This design comes from an exercise in tuning for a short achievable clock period on the open sky130 flow, not from production work. Only simulation tests tie the RTL to the original design; equivalence was not proved. Power figures rest on the tool's default switching activity, not on a simulated workload.

== the baseline ==
==> flow/design.v <==
`default_nettype none
package aipPkg;
  localparam int DataWidth   = 32;
  localparam int ConfigWidth = 5;
  localparam int StatusWidth = 8;
  localparam int MemAddrMax  = 16;
  localparam logic [DataWidth-1:0] IpId = 32'h1000500A;
  localparam logic [ConfigWidth-1:0] CfgMemIn0Data = 5'd0;
  localparam logic [ConfigWidth-1:0] CfgMemIn0Addr = 5'd1;
  localparam logic [ConfigWidth-1:0] CfgMemIn1Data = 5'd2;
  localparam logic [ConfigWidth-1:0] CfgMemIn1Addr = 5'd3;
  localparam logic [ConfigWidth-1:0] CfgMemOutData = 5'd4;
  localparam logic [ConfigWidth-1:0] CfgMemOutAddr = 5'd5;
  localparam logic [ConfigWidth-1:0] CfgConfData   = 5'd6;
  localparam logic [ConfigWidth-1:0] CfgConfAddr   = 5'd7;
  localparam logic [ConfigWidth-1:0] CfgStatus     = 5'd30;
  localparam logic [ConfigWidth-1:0] CfgId         = 5'd31;
  typedef struct packed {
    logic [MemAddrMax-1:0] rdAddrMemIn0;
    logic [MemAddrMax-1:0] rdAddrMemIn1;
    logic [DataWidth-1:0]  wrDataMemOut;
    logic [MemAddrMax-1:0] wrAddrMemOut;
    logic                  wrEnMemOut;
    logic                  busy;
    logic                  done;       
    logic [4:0]            padding;
  } coreReq_t;
  typedef struct packed {
    logic [DataWidth-1:0] rdDataMemIn0;
    logic [DataWidth-1:0] rdDataMemIn1;
    logic [DataWidth-1:0] confReg;
    logic                 start;
  } coreResp_t;
  typedef struct packed {
    logic [DataWidth-3*StatusWidth-1:0] zero;
    logic [StatusWidth-1:0]             mask;
    logic [StatusWidth-1:0]             pending;
    logic [StatusWidth-1:0]             coreStatus;   
  } statusRd_t;
  typedef struct packed {
    logic [DataWidth-3*StatusWidth-1:0] unusedHi;
    logic [StatusWidth-1:0]             newMask;
    logic [StatusWidth-1:0]             clearPending;   
    logic [StatusWidth-1:0]             unusedLo;
  } statusWr_t;
  typedef union packed {
    statusRd_t rd;
    statusWr_t wr;
  } statusWord_u;
endpackage
`default_nettype wire
`default_nettype none
module aipDec8 (
  input  logic [2:0] addr_i,
  output logic [7:0] sel_o
);
  always_comb begin
    for (int w = 0; w < 8; w++) sel_o[w] = (addr_i == 3'(w));
  end
endmodule
module aipRdDec (
  input  logic [4:0] code_i,
  output logic       memOut_o,
  output logic       status_o,
  output logic       id_o
);
  assign memOut_o = (code_i == 5'd4);
  assign status_o = (code_i == 5'd30);
  assign id_o     = (code_i == 5'd31);
endmodule
`default_nettype wire
`default_nettype none
import aipPkg::*;
module aipTop (
  input  logic                           clk,
  input  logic                           rst,
  input  logic                           en_i,
  input  logic [aipPkg::ConfigWidth-1:0] configAIP_i,
  input  logic [aipPkg::DataWidth-1:0]   dataInAIP_i,
  input  logic                           readAIP_i,
  input  logic                           writeAIP_i,
  input  logic                           startAIP_i,
  input  aipPkg::coreReq_t               coreReq_i,
  output logic [aipPkg::DataWidth-1:0]   dataOutAIP_o,
  output logic                           intAIP_o,
  output aipPkg::coreResp_t              coreResp_o
);
  logic in0Write, in0Load, in1Write, in1Load, outRead, outLoad, confWrite, statusWrite;
  assign in0Write    = writeAIP_i && (configAIP_i == CfgMemIn0Data);
  assign in0Load     = writeAIP_i && (configAIP_i == CfgMemIn0Addr);
  assign in1Write    = writeAIP_i && (configAIP_i == CfgMemIn1Data);
  assign in1Load     = writeAIP_i && (configAIP_i == CfgMemIn1Addr);
  assign outRead     = readAIP_i  && (configAIP_i == CfgMemOutData);
  assign outLoad     = writeAIP_i && (configAIP_i == CfgMemOutAddr);
  assign confWrite   = writeAIP_i && (configAIP_i == CfgConfData);
  assign statusWrite = writeAIP_i && (configAIP_i == CfgStatus);
  logic [2:0]  wrPtr0, wrPtr1;
  logic [15:0] rdPtrOH;     
  logic [15:0] rdPtrLdOH;   
  logic [15:0] rdPtrIncOH;
  assign rdPtrIncOH = {rdPtrOH[14:0], rdPtrOH[15]};
  always_comb begin
    for (int w = 0; w < 16; w++) rdPtrLdOH[w] = (dataInAIP_i[3:0] == 4'(w));
  end
  always_ff @(posedge clk or negedge rst) begin
    if (!rst) begin
      wrPtr0   <= '0;
      wrPtr1   <= '0;
      rdPtrOH  <= 16'h0001;
    end else if (en_i) begin
      if (in0Load)       wrPtr0 <= dataInAIP_i[2:0];
      else if (in0Write) wrPtr0 <= wrPtr0 + 3'd1;
      if (in1Load)       wrPtr1 <= dataInAIP_i[2:0];
      else if (in1Write) wrPtr1 <= wrPtr1 + 3'd1;
      if (outLoad)       rdPtrOH <= rdPtrLdOH;
      else if (outRead)  rdPtrOH <= rdPtrIncOH;
    end
  end
  logic [7:0][DataWidth-1:0]  memIn0;
  logic [7:0][DataWidth-1:0]  memIn1;
  logic [15:0][DataWidth-1:0] memOut;
  for (genvar w = 0; w < 8; w++) begin : g_memIn
    always_ff @(posedge clk) begin
      if (in0Write && wrPtr0 == 3'(w)) memIn0[w] <= dataInAIP_i;
      if (in1Write && wrPtr1 == 3'(w)) memIn1[w] <= dataInAIP_i;
    end
  end
  logic [15:0] wrOutOH;   
  always_comb begin
    for (int w = 0; w < 16; w++)
      wrOutOH[w] = coreReq_i.wrEnMemOut && (coreReq_i.wrAddrMemOut[3:0] == 4'(w));
  end
  for (genvar w = 0; w < 16; w++) begin : g_memOut
    always_ff @(posedge clk) begin
      if (wrOutOH[w]) memOut[w] <= coreReq_i.wrDataMemOut;
    end
  end
  logic [15:0][7:0] rdSel0, rdSel1;
  for (genvar l = 0; l < 16; l++) begin : g_rdLane
    aipDec8 rdDec0 (.addr_i(coreReq_i.rdAddrMemIn0[2:0]), .sel_o(rdSel0[l]));
    aipDec8 rdDec1 (.addr_i(coreReq_i.rdAddrMemIn1[2:0]), .sel_o(rdSel1[l]));
  end
  always_comb begin
    coreResp_o.rdDataMemIn0 = '0;
    coreResp_o.rdDataMemIn1 = '0;
    for (int b = 0; b < DataWidth; b++) begin
      for (int w = 0; w < 8; w++) begin
        coreResp_o.rdDataMemIn0[b] |= rdSel0[b/2][w] & memIn0[w][b];
        coreResp_o.rdDataMemIn1[b] |= rdSel1[b/2][w] & memIn1[w][b];
      end
    end
  end
  logic                 hitHold, hitInc, hitLd, hitZero;
  logic [DataWidth-1:0] rdHold, rdInc, rdLd;
  logic [DataWidth-1:0] candHold, candInc, candLd, candZero, memOutRd;
  assign hitHold = |(wrOutOH & rdPtrOH);
  assign hitInc  = |(wrOutOH & rdPtrIncOH);
  assign hitLd   = |(wrOutOH & rdPtrLdOH);
  assign hitZero = wrOutOH[0];
  always_comb begin
    rdHold = '0;
    rdInc  = '0;
    rdLd   = '0;
    for (int w = 0; w < 16; w++) begin
      rdHold |= {DataWidth{rdPtrOH[w]}}    & memOut[w];
      rdInc  |= {DataWidth{rdPtrIncOH[w]}} & memOut[w];
      rdLd   |= {DataWidth{rdPtrLdOH[w]}}  & memOut[w];
    end
  end
  assign candHold = hitHold ? coreReq_i.wrDataMemOut : rdHold;
  assign candInc  = hitInc  ? coreReq_i.wrDataMemOut : rdInc;
  assign candLd   = hitLd   ? coreReq_i.wrDataMemOut : rdLd;
  assign candZero = hitZero ? coreReq_i.wrDataMemOut : memOut[0];
  always_ff @(posedge clk) begin
    if (!rst)                   memOutRd <= candZero;
    else if (en_i && outLoad)   memOutRd <= candLd;
    else if (en_i && outRead)   memOutRd <= candInc;
    else                        memOutRd <= candHold;
  end
  logic [DataWidth-1:0] confReg;
  always_ff @(posedge clk or negedge rst) begin
    if (!rst)           confReg <= '0;
    else if (confWrite) confReg <= dataInAIP_i;
  end
  assign coreResp_o.confReg = confReg;
  assign coreResp_o.start   = startAIP_i;
  logic [StatusWidth-1:0] pending, pendingNext, mask, maskNext;
  logic                   intReg;
  assign pendingNext = (pending & ~(statusWrite ? dataInAIP_i[15:8] : 8'h00))
                     | {6'b0, coreReq_i.done, 1'b0};
  assign maskNext    = statusWrite ? dataInAIP_i[23:16] : mask;
  always_ff @(posedge clk or negedge rst) begin
    if (!rst) begin
      pending <= '0;
      mask    <= '0;
      intReg  <= 1'b0;
    end else begin
      pending <= pendingNext;
      mask    <= maskNext;
      intReg  <= |(pendingNext & maskNext);
    end
  end
  assign intAIP_o = intReg;
  logic [DataWidth-1:0] statusWord;
  logic [15:0] rdMemOut, rdStatus, rdId;
  for (genvar l = 0; l < 16; l++) begin : g_hostLane
    aipRdDec rdDec (.code_i(configAIP_i), .memOut_o(rdMemOut[l]), .status_o(rdStatus[l]),
                    .id_o(rdId[l]));
  end
  assign statusWord = {8'h00, mask, pending, 7'h00, coreReq_i.busy};
  always_comb begin
    for (int b = 0; b < DataWidth; b++)
      dataOutAIP_o[b] = (rdMemOut[b/2] & memOutRd[b]) | (rdStatus[b/2] & statusWord[b])
                      | (rdId[b/2] & IpId[b]);
  end
endmodule
`default_nettype wire
Settings: LEC_CHECK=0, CAP_MARGIN=20, CORE_MARGIN=2, CORE_UTILIZATION=50, SETUP_SLACK_MARGIN=1.5, SLEW_MARGIN=20, SYNTH_HIERARCHICAL=1, SYNTH_MINIMUM_KEEP_SIZE=0; clock period 4.0 ns.
run.sh (not shown) runs the stock make flow with config.mk's settings and CLKGATE_MAP_FILE= SYNTH_SCRIPT=/design/flow/synth_recipe.tcl, a recipe that flattens the netlist after the stock synthesis.
The baseline ran to completion and came out clean on the timing, design-rule and antenna checks.
[inputs] the candidate vs the baseline
diff --git a/flow/config.mk b/flow/config.mk
--- a/flow/config.mk
+++ b/flow/config.mk
@@ -8,5 +8,5 @@
 export CAP_MARGIN = 20
 export CORE_MARGIN = 2
-export CORE_UTILIZATION = 50
+export CORE_UTILIZATION = 40
 export SETUP_SLACK_MARGIN = 1.5
 export SLEW_MARGIN = 20
Notes after the runs:
The area of the die reported for the candidate is greater than that of the baseline by about 25%.
Relative to the baseline, the height of the die measured on the candidate has increased by more than 10%.
The clock slew at the register clock pins of the worst setup and hold paths was comparable across the baseline and the candidate.
Area of placed instances, the candidate vs the baseline: up slightly
Total power (higher): the baseline
| largest net degree at the start of global routing | higher: the baseline |
Compared with the baseline, the candidate shows average via count per standard cell lower by about 9%.

-- port drivers added, routing unchanged --
Ports are ideal in the flow. The routed layouts listed here were re-timed in OpenROAD. Step 1 sets driving cells, clkbuf_16 on the clock port and buf_2 on the other inputs (assumed; they add their load-dependent delay and slew). Step 2 adds t to the input delays and takes it off the output delays; t is the mean of the earliest and latest rising clock arrival at the registers after step 1. Input paths then give back, and output paths get back, about the clock's delay inside the block. Three values: no drivers, after step 1, after step 2; two values: the first two.
run | shift t [ns] | setup WS [ns] | hold slack, ns | slew at the worst register clock pin (ns)
the baseline | 0.793 | 1.199 / 0.782 / 0.632 | 0.152 / 0.112 / 0.504 | 0.07 / 0.07
the candidate | 0.791 | 1.268 / 0.797 / 0.638 | 0.081 / 0.050 / 0.504 | 0.07 / 0.07
After both steps every run listed still meets setup and hold. For the candidate, which loses most, drivers alone change the setup slack by -0.471 ns; drivers and shift together by -0.630 ns.
